This design comes from an exercise in tuning for small area on the open sky130 flow, not from production work. At most, simulation tests tie the RTL to the original design; equivalence was not proved. Power figures rest on the tool's default switching activity, not on a simulated workload.

// pe_debug_top
module pe_debug_top (
  input  logic                i_clk,
  input  logic                i_rst_n,
  input  logic                i_cs,
  input  logic                i_wr_rd,
  input  dbg_pkg::bus_addr_t  i_addr,
  input  dbg_pkg::bus_data_t  i_wdata,
  output logic                o_ack_n,
  output dbg_pkg::bus_data_t  o_rdata,
  input  dbg_pkg::ready_t     i_rx_inc,
  input  logic                i_mux_inc_dra,
  input  logic                i_mux_inc_dma,
  input  logic                i_mux_inc_conf,
  input  dbg_pkg::pe_vec_t    i_dist_inc,
  input  dbg_pkg::ready_t     i_peri_ready,
  input  dbg_pkg::pe_irq_t    i_pe_irq0,
  input  dbg_pkg::pe_irq_t    i_pe_irq1,
  input  dbg_pkg::pe_irq_t    i_pe_irq2,
  input  dbg_pkg::state_nib_t i_mux_state,
  input  dbg_pkg::usedw7_t    i_usedw_dma,
  input  dbg_pkg::usedw7_t    i_usedw_dra,
  input  dbg_pkg::usedw7_t    i_usedw_conf,
  input  logic                i_dist_state,
  input  dbg_pkg::state_nib_t i_out_state,
  input  dbg_pkg::pe_vec_t    i_dma_alf,
  input  dbg_pkg::usedw30_t   i_usedw_dmawr,
  input  dbg_pkg::usedw30_t   i_usedw_pbufrd,
  input  dbg_pkg::bus_data_t  i_pe_reg_value0,
  input  dbg_pkg::bus_data_t  i_pe_reg_value1,
  input  dbg_pkg::bus_data_t  i_pe_reg_value2,
  ...
Settings: LEC_CHECK=0, CAP_MARGIN=20, CORE_MARGIN=2, CORE_UTILIZATION=40, SLEW_MARGIN=20; clock period 5.0 ns.
standard.sh (not shown) runs the stock make flow with config.mk's settings and CLKGATE_MAP_FILE= SYNTH_SCRIPT=/design/flow/synth_recipe.tcl, a recipe that flattens the netlist after the stock synthesis.
==> flow/flow/run.sh <==
#!/bin/bash
# Standard layout (standard.sh, unchanged synthesis) with two changes:
#  - port buffers are plain buf_1 cells instead of the delay buffers
#    buffer_ports picks by default;
#  - clock tree built from clkbuf_4 with small sink clusters and no dummy
#    loads.
# standard.sh's full output goes to standard_flow.log; each ORFS step also
# writes its own log under orfs/logs.
set -euo pipefail
export BUFFER_PORTS_ARGS="-buffer_cell sky130_fd_sc_hd__buf_1"
export CTS_ARGS="-sink_clustering_enable -repair_clock_nets -dont_use_dummy_load -buf_list {sky130_fd_sc_hd__clkbuf_4} -sink_clustering_size 8 -sink_clustering_max_diameter 40"
bash standard.sh > standard_flow.log 2>&1
Rerun with:
--- a/flow/design.v
+++ b/flow/design.v
@@ -135,23 +135,23 @@
   logic [NC-1:0] pend_q;
   logic [NC-1:0] vld_q;
   logic [3:0]    ptr_q;
   logic [3:0]    aidx_q;     
   logic          cnt_q;      
   logic          wr_q;       
   logic          fix_q;      
   logic          ans;        
   logic [LW-1:0] m_lo;
   logic          m_pend;
   logic [UW-1:0] m_up;
-  logic [NC-1:0] up_rd;      
+  logic          m_vld;
   logic [UW-1:0] up_inc;
   logic [UW-1:0] up_bus;
   logic [3:0]    aidx;
   assign ev = {i_dist_inc, i_mux_inc_conf, i_mux_inc_dma, i_mux_inc_dra, i_rx_inc};
   always_comb begin
     asel = '0;
     aidx = 4'd0;
     if (region == dbg_pkg::REGION_PKT) begin
       case (off)
         3'd6:    ;
         3'd7:    begin asel[6] = 1'b1; aidx = 4'd6; end
@@ -174,42 +174,45 @@
     end else if (!ans) begin
       ptr_q <= (ptr_q >= 4'(NC - 1)) ? '0 : ptr_q + 4'd1;
     end
   end
   always_comb begin
     for (int k = 0; k < NC; k++) begin
       ptr_sel[k]  = (ptr_q == 4'(k));
       aidx_sel[k] = (aidx_q == 4'(k));
     end
   end
   assign up_sel = ans ? aidx_sel : ptr_sel;
-  assign up_rd  = up_sel & vld_q;
   assign svc    = ans ? '0 : (ptr_sel & pend_q);
   assign load   = svc | ((ans && wr_q) ? aidx_sel : '0);
   always_comb begin
     m_lo   = '0;
     m_pend = 1'b0;
     m_up   = '0;
+    m_vld  = 1'b0;
     for (int k = 0; k < NC; k++) begin
       m_lo   = m_lo   | (lo_q[k] & {LW{asel[k]}});
       m_pend = m_pend | (pend_q[k] & asel[k]);
-      m_up   = m_up   | (up_q[k] & {UW{up_rd[k]}});
-    end
-  end
-  assign up_inc = m_up + UW'(ans ? fix_q : 1'b1);
+      m_up   = m_up   | (up_q[k] & {UW{up_sel[k]}});
+      m_vld  = m_vld  | (vld_q[k] & up_sel[k]);
+    end
+  end
+  assign up_inc = (m_up & {UW{m_vld}}) + UW'(ans ? fix_q : 1'b1);
   assign up_bus = ans ? i_wdata[31:LW] : up_inc;
   always_ff @(posedge i_clk) begin
-    aidx_q <= aidx;
-    cnt_q  <= (asel != '0);
-    wr_q   <= i_wr_rd;
-    fix_q  <= m_pend && !((asel & svc) != '0);
+    if (accept) begin
+      aidx_q <= aidx;
+      cnt_q  <= (asel != '0);
+      wr_q   <= i_wr_rd;
+      fix_q  <= m_pend && !((asel & svc) != '0);
+    end
   end
   for (genvar k = 0; k < NC; k++) begin : g_cnt
     always_ff @(posedge i_clk or negedge i_rst_n) begin
       if (!i_rst_n) begin
         lo_q[k]   <= '0;
         pend_q[k] <= 1'b0;
         vld_q[k]  <= 1'b0;
       end else begin
         if (wr[k]) begin
           lo_q[k] <= i_wdata[LW-1:0];
         end else if (ev[k]) begin
@@ -249,18 +252,17 @@
                 ({32{s_r8_3}} & {15'b0, i_dist_state, 4'b0, i_out_state, 5'b0, i_dma_alf}) |
                 ({32{s_r8_6}} & {2'b0, i_usedw_dmawr}) |
                 ({32{s_r8_7}} & {2'b0, i_usedw_pbufrd}) |
                 ({32{s_pe[0]}} & i_pe_reg_value0) |
                 ({32{s_pe[1]}} & i_pe_reg_value1) |
                 ({32{s_pe[2]}} & i_pe_reg_value2) |
                 ({32{s_pe[3]}} & i_pc0) |
                 ({32{s_pe[4]}} & i_pc1) |
                 ({32{s_pe[5]}} & i_pc2);
   always_ff @(posedge i_clk) begin
     if (idle || st_q == 3'd2) begin
-      o_rdata[LW-1:0] <= word[LW-1:0];
-    end
-    if (idle || st_q == 3'd2 || ans) begin
-      o_rdata[31:LW] <= word[31:LW] | (ans ? up_inc : '0);
+      o_rdata <= word;
+    end else if (ans) begin
+      o_rdata[31:LW] <= up_inc;
     end
   end
 endmodule
Sequential power went down by about 0.9%.
Sequential cell count stays the same.
Wire length went up by 1.8%.
Via count is about the same.
Die area went down by 0.47%.
Function not checked in the first run of this note: the RTL went through the layout flow alone.


== north ==
The RTL this note starts from:
==> flow/design.v <==
`timescale 1ns/10ps
package dbg_pkg;
  localparam int NUM_PE  = 3;
  localparam int NUM_CNT = 11;
  typedef logic [19:0]       bus_addr_t;
  typedef logic [31:0]       bus_data_t;
  typedef logic [31:0]       cnt_t;
  typedef logic [3:0]        region_t;
  typedef logic [2:0]        offset_t;
  typedef logic [5:0]        reg_id_t;
  typedef logic [8:0]        pe_irq_t;
  typedef logic [3:0]        ready_t;
  typedef logic [3:0]        state_nib_t;
  typedef logic [6:0]        usedw7_t;
  typedef logic [29:0]       usedw30_t;
  typedef logic [NUM_PE-1:0] pe_vec_t;
  localparam region_t REGION_IRQ  = 4'd6;
  localparam region_t REGION_PKT  = 4'd7;
  localparam region_t REGION_DMA  = 4'd8;
  localparam region_t REGION_CORE = 4'd10;
  localparam logic [3:0] CNT_RX_TOTAL = 4'd0;
  localparam logic [3:0] CNT_RX_DMA   = 4'd1;
  localparam logic [3:0] CNT_RX_DRA   = 4'd2;
  localparam logic [3:0] CNT_RX_CONF  = 4'd3;
  localparam logic [3:0] CNT_MUX_DRA  = 4'd4;
  localparam logic [3:0] CNT_MUX_DMA  = 4'd5;
  localparam logic [3:0] CNT_MUX_CONF = 4'd6;
  localparam logic [3:0] CNT_DIST_PE0 = 4'd7;
  localparam logic [3:0] CNT_DIST_PE1 = 4'd8;
  localparam logic [3:0] CNT_DIST_PE2 = 4'd9;
  typedef enum logic [1:0] {
    IDLE,
    PROBE_WAIT,
    RESP_ACK,
    WAIT_END
  } bus_state_e;
endpackage
`timescale 1ns/10ps
`timescale 1ns/10ps
`timescale 1ns/10ps
`timescale 1ns/10ps
`timescale 1ns/10ps
module pe_debug_top (
  input  logic                i_clk,
  input  logic                i_rst_n,
  input  logic                i_cs,
  input  logic                i_wr_rd,
  input  dbg_pkg::bus_addr_t  i_addr,
  input  dbg_pkg::bus_data_t  i_wdata,
  output logic                o_ack_n,
  output dbg_pkg::bus_data_t  o_rdata,
  input  dbg_pkg::ready_t     i_rx_inc,
  input  logic                i_mux_inc_dra,
  input  logic                i_mux_inc_dma,
  input  logic                i_mux_inc_conf,
  input  dbg_pkg::pe_vec_t    i_dist_inc,
  input  dbg_pkg::ready_t     i_peri_ready,
  input  dbg_pkg::pe_irq_t    i_pe_irq0,
  input  dbg_pkg::pe_irq_t    i_pe_irq1,
  input  dbg_pkg::pe_irq_t    i_pe_irq2,
  input  dbg_pkg::state_nib_t i_mux_state,
  input  dbg_pkg::usedw7_t    i_usedw_dma,
  input  dbg_pkg::usedw7_t    i_usedw_dra,
  input  dbg_pkg::usedw7_t    i_usedw_conf,
  input  logic                i_dist_state,
  input  dbg_pkg::state_nib_t i_out_state,
  input  dbg_pkg::pe_vec_t    i_dma_alf,
  input  dbg_pkg::usedw30_t   i_usedw_dmawr,
  input  dbg_pkg::usedw30_t   i_usedw_pbufrd,
  input  dbg_pkg::bus_data_t  i_pe_reg_value0,
  input  dbg_pkg::bus_data_t  i_pe_reg_value1,
  input  dbg_pkg::bus_data_t  i_pe_reg_value2,
  input  dbg_pkg::bus_data_t  i_pc0,
  input  dbg_pkg::bus_data_t  i_pc1,
  input  dbg_pkg::bus_data_t  i_pc2,
  output dbg_pkg::reg_id_t    o_pe_reg_id0,
  output dbg_pkg::reg_id_t    o_pe_reg_id1,
  output dbg_pkg::reg_id_t    o_pe_reg_id2
);
  localparam int NC = 10;
  localparam int LW = 4;
  localparam int UW = 32 - LW;
  logic [2:0] st_q;
  logic       ack_q;      
  logic       idle;
  logic       accept;
  dbg_pkg::region_t region;
  dbg_pkg::offset_t off;
  logic             is_core;
  assign region  = i_addr[19:16];
  assign off     = i_addr[2:0];
  assign is_core = (region == dbg_pkg::REGION_CORE);
  assign idle    = (st_q == 3'd0) && !ack_q;
  assign accept  = idle && !i_cs;
  always_ff @(posedge i_clk or negedge i_rst_n) begin
    if (!i_rst_n) begin
      st_q  <= 3'd0;
      ack_q <= 1'b0;
    end else begin
      case (st_q)
        3'd0: begin
          if (accept) st_q <= (is_core && !i_wr_rd) ? 3'd1 : 3'd4;
          if (ack_q && i_cs) ack_q <= 1'b0;
        end
        3'd4: begin
          st_q  <= 3'd0;
          ack_q <= 1'b1;
        end
        default: st_q <= st_q + 3'd1;
      endcase
    end
  end
  assign o_ack_n = !ack_q;
  dbg_pkg::reg_id_t reg_id_q;
  always_ff @(posedge i_clk or negedge i_rst_n) begin
    if (!i_rst_n) begin
      reg_id_q <= '0;
    end else if (accept && is_core && !i_wr_rd) begin
      reg_id_q <= i_addr[13:8];
    end
  end
  assign o_pe_reg_id0 = reg_id_q;
  assign o_pe_reg_id1 = reg_id_q;
  assign o_pe_reg_id2 = reg_id_q;
  logic [NC-1:0] asel;       
  logic [3:0]    aidx;       
  logic [NC-1:0] ev;
  logic [NC-1:0] wr;         
  logic          is_cnt;     
  logic          wen;        
  logic [NC-1:0] pos_sel;    
  logic [NC-1:0] rd_sel;
  logic [NC-1:0] wplace;     
  logic [NC-1:0] at9;        
  logic [NC-1:0] up_wr;      
  logic [LW-1:0] lo_q [NC];
  logic [UW-1:0] ring_q [NC];
  logic [NC-1:0] pend_q;
  logic [NC-1:0] vld_q;
  logic [NC-1:0] ph_q;
  logic          cnt_q;      
  logic          fix_q;      
  logic          ans;        
  logic [LW-1:0] m_lo;
  logic          m_pend;
  logic          m_vld;
  logic [UW-1:0] m_up;
  logic          s_pend;
  logic          s_vld;
  logic [UW-1:0] s_up;
  assign ev = {i_dist_inc, i_mux_inc_conf, i_mux_inc_dma, i_mux_inc_dra, i_rx_inc};
  always_comb begin
    asel = '0;
    aidx = 4'd0;
    if (region == dbg_pkg::REGION_PKT) begin
      case (off)
        3'd6:    ;
        3'd7:    begin asel[6] = 1'b1; aidx = 4'd6; end
        default: begin asel[off] = 1'b1; aidx = {1'b0, off}; end
      endcase
    end else if (region == dbg_pkg::REGION_DMA) begin
      case (off)
        3'd0: begin asel[7] = 1'b1; aidx = 4'd7; end
        3'd1: begin asel[8] = 1'b1; aidx = 4'd8; end
        3'd2: begin asel[9] = 1'b1; aidx = 4'd9; end
        default: ;
      endcase
    end
  end
  assign is_cnt = (asel != '0);
  assign ans    = (st_q == 3'd4) && cnt_q;
  assign wr     = (accept && i_wr_rd) ? asel : '0;
  assign wen    = (accept || ans) && i_wr_rd && is_cnt;
  always_ff @(posedge i_clk or negedge i_rst_n) begin
    if (!i_rst_n) begin
      ph_q <= NC'(1);
    end else begin
      ph_q <= {ph_q[NC-2:0], ph_q[NC-1]};
    end
  end
  always_comb begin
    for (int p = 0; p < NC; p++) begin
      pos_sel[p] = 1'b0;
      for (int c = 0; c < NC; c++) begin
        pos_sel[p] = pos_sel[p] | (asel[c] & ph_q[(p - c + NC) % NC]);
      end
      at9[p] = ph_q[NC - 1 - p];
    end
  end
  always_comb begin
    wplace = '0;
    for (int p = 1; p < NC; p += 2) begin
      wplace[p] = wen && pos_sel[p-1];
    end
  end
  assign up_wr = (wen && (pos_sel[0] | pos_sel[2] | pos_sel[4] | pos_sel[6] | pos_sel[8])) ? asel : '0;
  assign rd_sel = pos_sel & {NC{m_vld}};
  always_comb begin
    m_lo   = '0;
    m_pend = 1'b0;
    m_vld  = 1'b0;
    s_pend = 1'b0;
    s_vld  = 1'b0;
    m_up   = '0;
    for (int k = 0; k < NC; k++) begin
      m_lo   = m_lo   | (lo_q[k] & {LW{asel[k]}});
      m_pend = m_pend | (pend_q[k] & asel[k]);
      m_vld  = m_vld  | (vld_q[k] & asel[k]);
      s_pend = s_pend | (pend_q[k] & at9[k]);
      s_vld  = s_vld  | (vld_q[k] & at9[k]);
      m_up   = m_up   | (ring_q[k] & {UW{rd_sel[k]}});
    end
  end
  assign s_up = (ring_q[NC-1] & {UW{s_vld}}) + UW'(s_pend);
  always_ff @(posedge i_clk) begin
    ring_q[0] <= s_up;
    for (int p = 1; p < NC; p++) begin
      ring_q[p] <= wplace[p] ? i_wdata[31:LW] : ring_q[p-1];
    end
  end
  always_ff @(posedge i_clk) begin
    cnt_q <= is_cnt;
    fix_q <= m_pend;
  end
  for (genvar k = 0; k < NC; k++) begin : g_cnt
    always_ff @(posedge i_clk or negedge i_rst_n) begin
      if (!i_rst_n) begin
        lo_q[k]   <= '0;
        pend_q[k] <= 1'b0;
        vld_q[k]  <= 1'b0;
      end else begin
        if (wr[k]) begin
          lo_q[k] <= i_wdata[LW-1:0];
        end else if (ev[k]) begin
          lo_q[k] <= lo_q[k] + LW'(1);
        end
        pend_q[k] <= !wr[k] && ((ev[k] && (&lo_q[k])) || (pend_q[k] && !at9[k]));
        if (at9[k] || up_wr[k]) begin
          vld_q[k] <= 1'b1;
        end
      end
    end
  end
  logic s_irq, s_r7_6, s_cnt, s_r8_3, s_r8_6, s_r8_7, s_probe;
  logic [5:0] s_pe;
  dbg_pkg::bus_data_t word;
  assign s_irq   = (region == dbg_pkg::REGION_IRQ);
  assign s_r7_6  = (region == dbg_pkg::REGION_PKT) && (off == 3'd6);
  assign s_r8_3  = (region == dbg_pkg::REGION_DMA) && (off == 3'd3);
  assign s_r8_6  = (region == dbg_pkg::REGION_DMA) && (off == 3'd6);
  assign s_r8_7  = (region == dbg_pkg::REGION_DMA) && (off == 3'd7);
  assign s_probe = is_core && !i_wr_rd;
  assign s_pe[0] = s_probe && (off == 3'd0);
  assign s_pe[1] = s_probe && (off == 3'd1);
  assign s_pe[2] = s_probe && (off == 3'd2);
  assign s_pe[3] = s_probe && (off == 3'd4);
  assign s_pe[4] = s_probe && (off == 3'd5);
  assign s_pe[5] = s_probe && (off == 3'd6);
  assign word = ({32{s_irq}}  & {11'b0, i_peri_ready, i_pe_irq0, i_pe_irq1, i_pe_irq2}) |
                ({32{s_r7_6}} & {4'b0, i_mux_state, 1'b0, i_usedw_dma,
                                 1'b0, i_usedw_dra, 1'b0, i_usedw_conf}) |
                {m_up, m_lo} |
                ({32{s_r8_3}} & {15'b0, i_dist_state, 4'b0, i_out_state, 5'b0, i_dma_alf}) |
                ({32{s_r8_6}} & {2'b0, i_usedw_dmawr}) |
                ({32{s_r8_7}} & {2'b0, i_usedw_pbufrd}) |
                ({32{s_pe[0]}} & i_pe_reg_value0) |
                ({32{s_pe[1]}} & i_pe_reg_value1) |
                ({32{s_pe[2]}} & i_pe_reg_value2) |
                ({32{s_pe[3]}} & i_pc0) |
                ({32{s_pe[4]}} & i_pc1) |
                ({32{s_pe[5]}} & i_pc2);
  always_ff @(posedge i_clk) begin
    if (idle || st_q == 3'd2) begin
      o_rdata <= word;
    end else if (ans && fix_q) begin
      o_rdata[31:LW] <= o_rdata[31:LW] + UW'(1);
    end
  end
endmodule
==> flow/config.mk <==
export PLATFORM = sky130hd
export DESIGN_NAME = pe_debug_top
export DESIGN_NICKNAME = pe_debug_top
export VERILOG_FILES = /design/flow/design.v
export SDC_FILE = /design/flow/constraint.sdc
export NUM_CORES = 4
export LEC_CHECK = 0
export CAP_MARGIN = 20
export CORE_MARGIN = 2
export CORE_UTILIZATION = 40
export SLEW_MARGIN = 20
==> flow/constraint.sdc <==
create_clock -name core_clock -period 5.0 [get_ports {i_clk}]
set_input_delay 1.0000 -clock core_clock [delete_from_list [all_inputs] [get_ports {i_clk}]]
set_output_delay 1.0000 -clock core_clock [all_outputs]
set_load 0.01 [all_outputs]
Scripts as last shown in full above: flow/flow/run.sh
#### Input delta (south over north)
-- flow/design.v --
<<< north, line 129
  logic          is_cnt;     
  logic          wen;        
  logic [NC-1:0] pos_sel;    
  logic [NC-1:0] rd_sel;
  logic [NC-1:0] wplace;     
>>> south, line 129
  logic          is_cnt;     
  logic          wen;        
  logic [4:0]    pos_sum;
  logic [3:0]    pos;        
  logic [NC-1:0] pos_sel;
  logic [NC-1:0] rd_sel;
  logic [NC-1:0] wplace;     
<<< north, line 138
  logic [NC-1:0] pend_q;
  logic [NC-1:0] vld_q;
  logic [NC-1:0] ph_q;
  logic          cnt_q;      
  logic          fix_q;      
>>> south, line 140
  logic [NC-1:0] pend_q;
  logic [NC-1:0] vld_q;
  logic [3:0]    ph_q;
  logic          cnt_q;      
  logic          fix_q;      
<<< north, line 174
  always_ff @(posedge i_clk or negedge i_rst_n) begin
    if (!i_rst_n) begin
      ph_q <= NC'(1);
    end else begin
      ph_q <= {ph_q[NC-2:0], ph_q[NC-1]};
    end
  end
  always_comb begin
    for (int p = 0; p < NC; p++) begin
      pos_sel[p] = 1'b0;
      for (int c = 0; c < NC; c++) begin
        pos_sel[p] = pos_sel[p] | (asel[c] & ph_q[(p - c + NC) % NC]);
      end
      at9[p] = ph_q[NC - 1 - p];
    end
  end
>>> south, line 176
  always_ff @(posedge i_clk or negedge i_rst_n) begin
    if (!i_rst_n) begin
      ph_q <= '0;
    end else begin
      ph_q <= (ph_q >= 4'(NC - 1)) ? '0 : ph_q + 4'd1;
    end
  end
  assign pos_sum = {1'b0, aidx} + {1'b0, ph_q};
  assign pos     = (pos_sum >= 5'(NC)) ? 4'(pos_sum - 5'(NC)) : pos_sum[3:0];
  always_comb begin
    for (int p = 0; p < NC; p++) begin
      pos_sel[p] = (pos == 4'(p));
      at9[p]     = (ph_q == 4'(NC - 1 - p));
    end
  end
<<< north, line 194
    end
  end
  assign up_wr = (wen && (pos_sel[0] | pos_sel[2] | pos_sel[4] | pos_sel[6] | pos_sel[8])) ? asel : '0;
  assign rd_sel = pos_sel & {NC{m_vld}};
  always_comb begin
>>> south, line 195
    end
  end
  assign up_wr = (wen && !pos[0]) ? asel : '0;
  assign rd_sel = pos_sel & {NC{m_vld}};
  always_comb begin
[summary]
Re power attributed to combinational cells: south and north aren't equal, and the lower value belongs to north. Compared to north, south has post-synthesis cell count about 8% higher. Sort south and north by die span in x desc -> top: south. north -> south: tap cell instance count increased by a few percent. Looking only at switching power as a share of total power, and setting everything else aside, the higher value of south and north goes to south. NOTE: number of fillers in the final layout in south exceeds that of north. Measured against each other, south and north differ in relative contribution of the clock network to total power, the lower figure coming from south. south: worst setup timing slack at the placement stage lower than north.
For south, only the layout was checked, not whether the RTL still works.

## static timing again, ports no longer ideal
How much do the figures lean on ideal ports? The routed layouts below were timed once more, with nothing changed but the port constraints.
Step 1 (the two cells are an assumption about what drives the block):
set clk [get_ports {i_clk}]
set_driving_cell -lib_cell sky130_fd_sc_hd__clkbuf_16 $clk
set_driving_cell -lib_cell sky130_fd_sc_hd__buf_2 [delete_from_list [all_inputs] $clk]
Step 2, shift: input delay + t, output delay - t, t = (earliest + latest rising clock arrival at the registers) / 2. This alone moves slack from input paths to output paths.
a / b / c = ideal / step 1 / step 2; a / b = the first two.
| run | t, ns | setup WS [ns] | hold WS [ns] | worst setup path after step 2 |
|---|---|---|---|---|
| the first run of note 1 | 0.778 | 0.285 / 0.285 / 0.285 | 0.154 / 0.130 / 0.483 | register to register |
| the second run of note 1 | 0.803 | 0.386 / 0.386 / 0.386 | 0.281 / 0.257 / 0.471 | register to register |
| north | 0.780 | 0.774 / 0.782 / 0.001 | 0.292 / 0.292 / 0.292 | input to register |
| south | 0.803 | 0.430 / 0.417 / -0.387 | 0.222 / 0.189 / 0.317 | input to register |
With both steps, setup timing fails in south, where it was met with ideal ports. For south, which loses most, drivers alone change the setup slack by -0.013 ns; drivers and shift together by -0.817 ns.
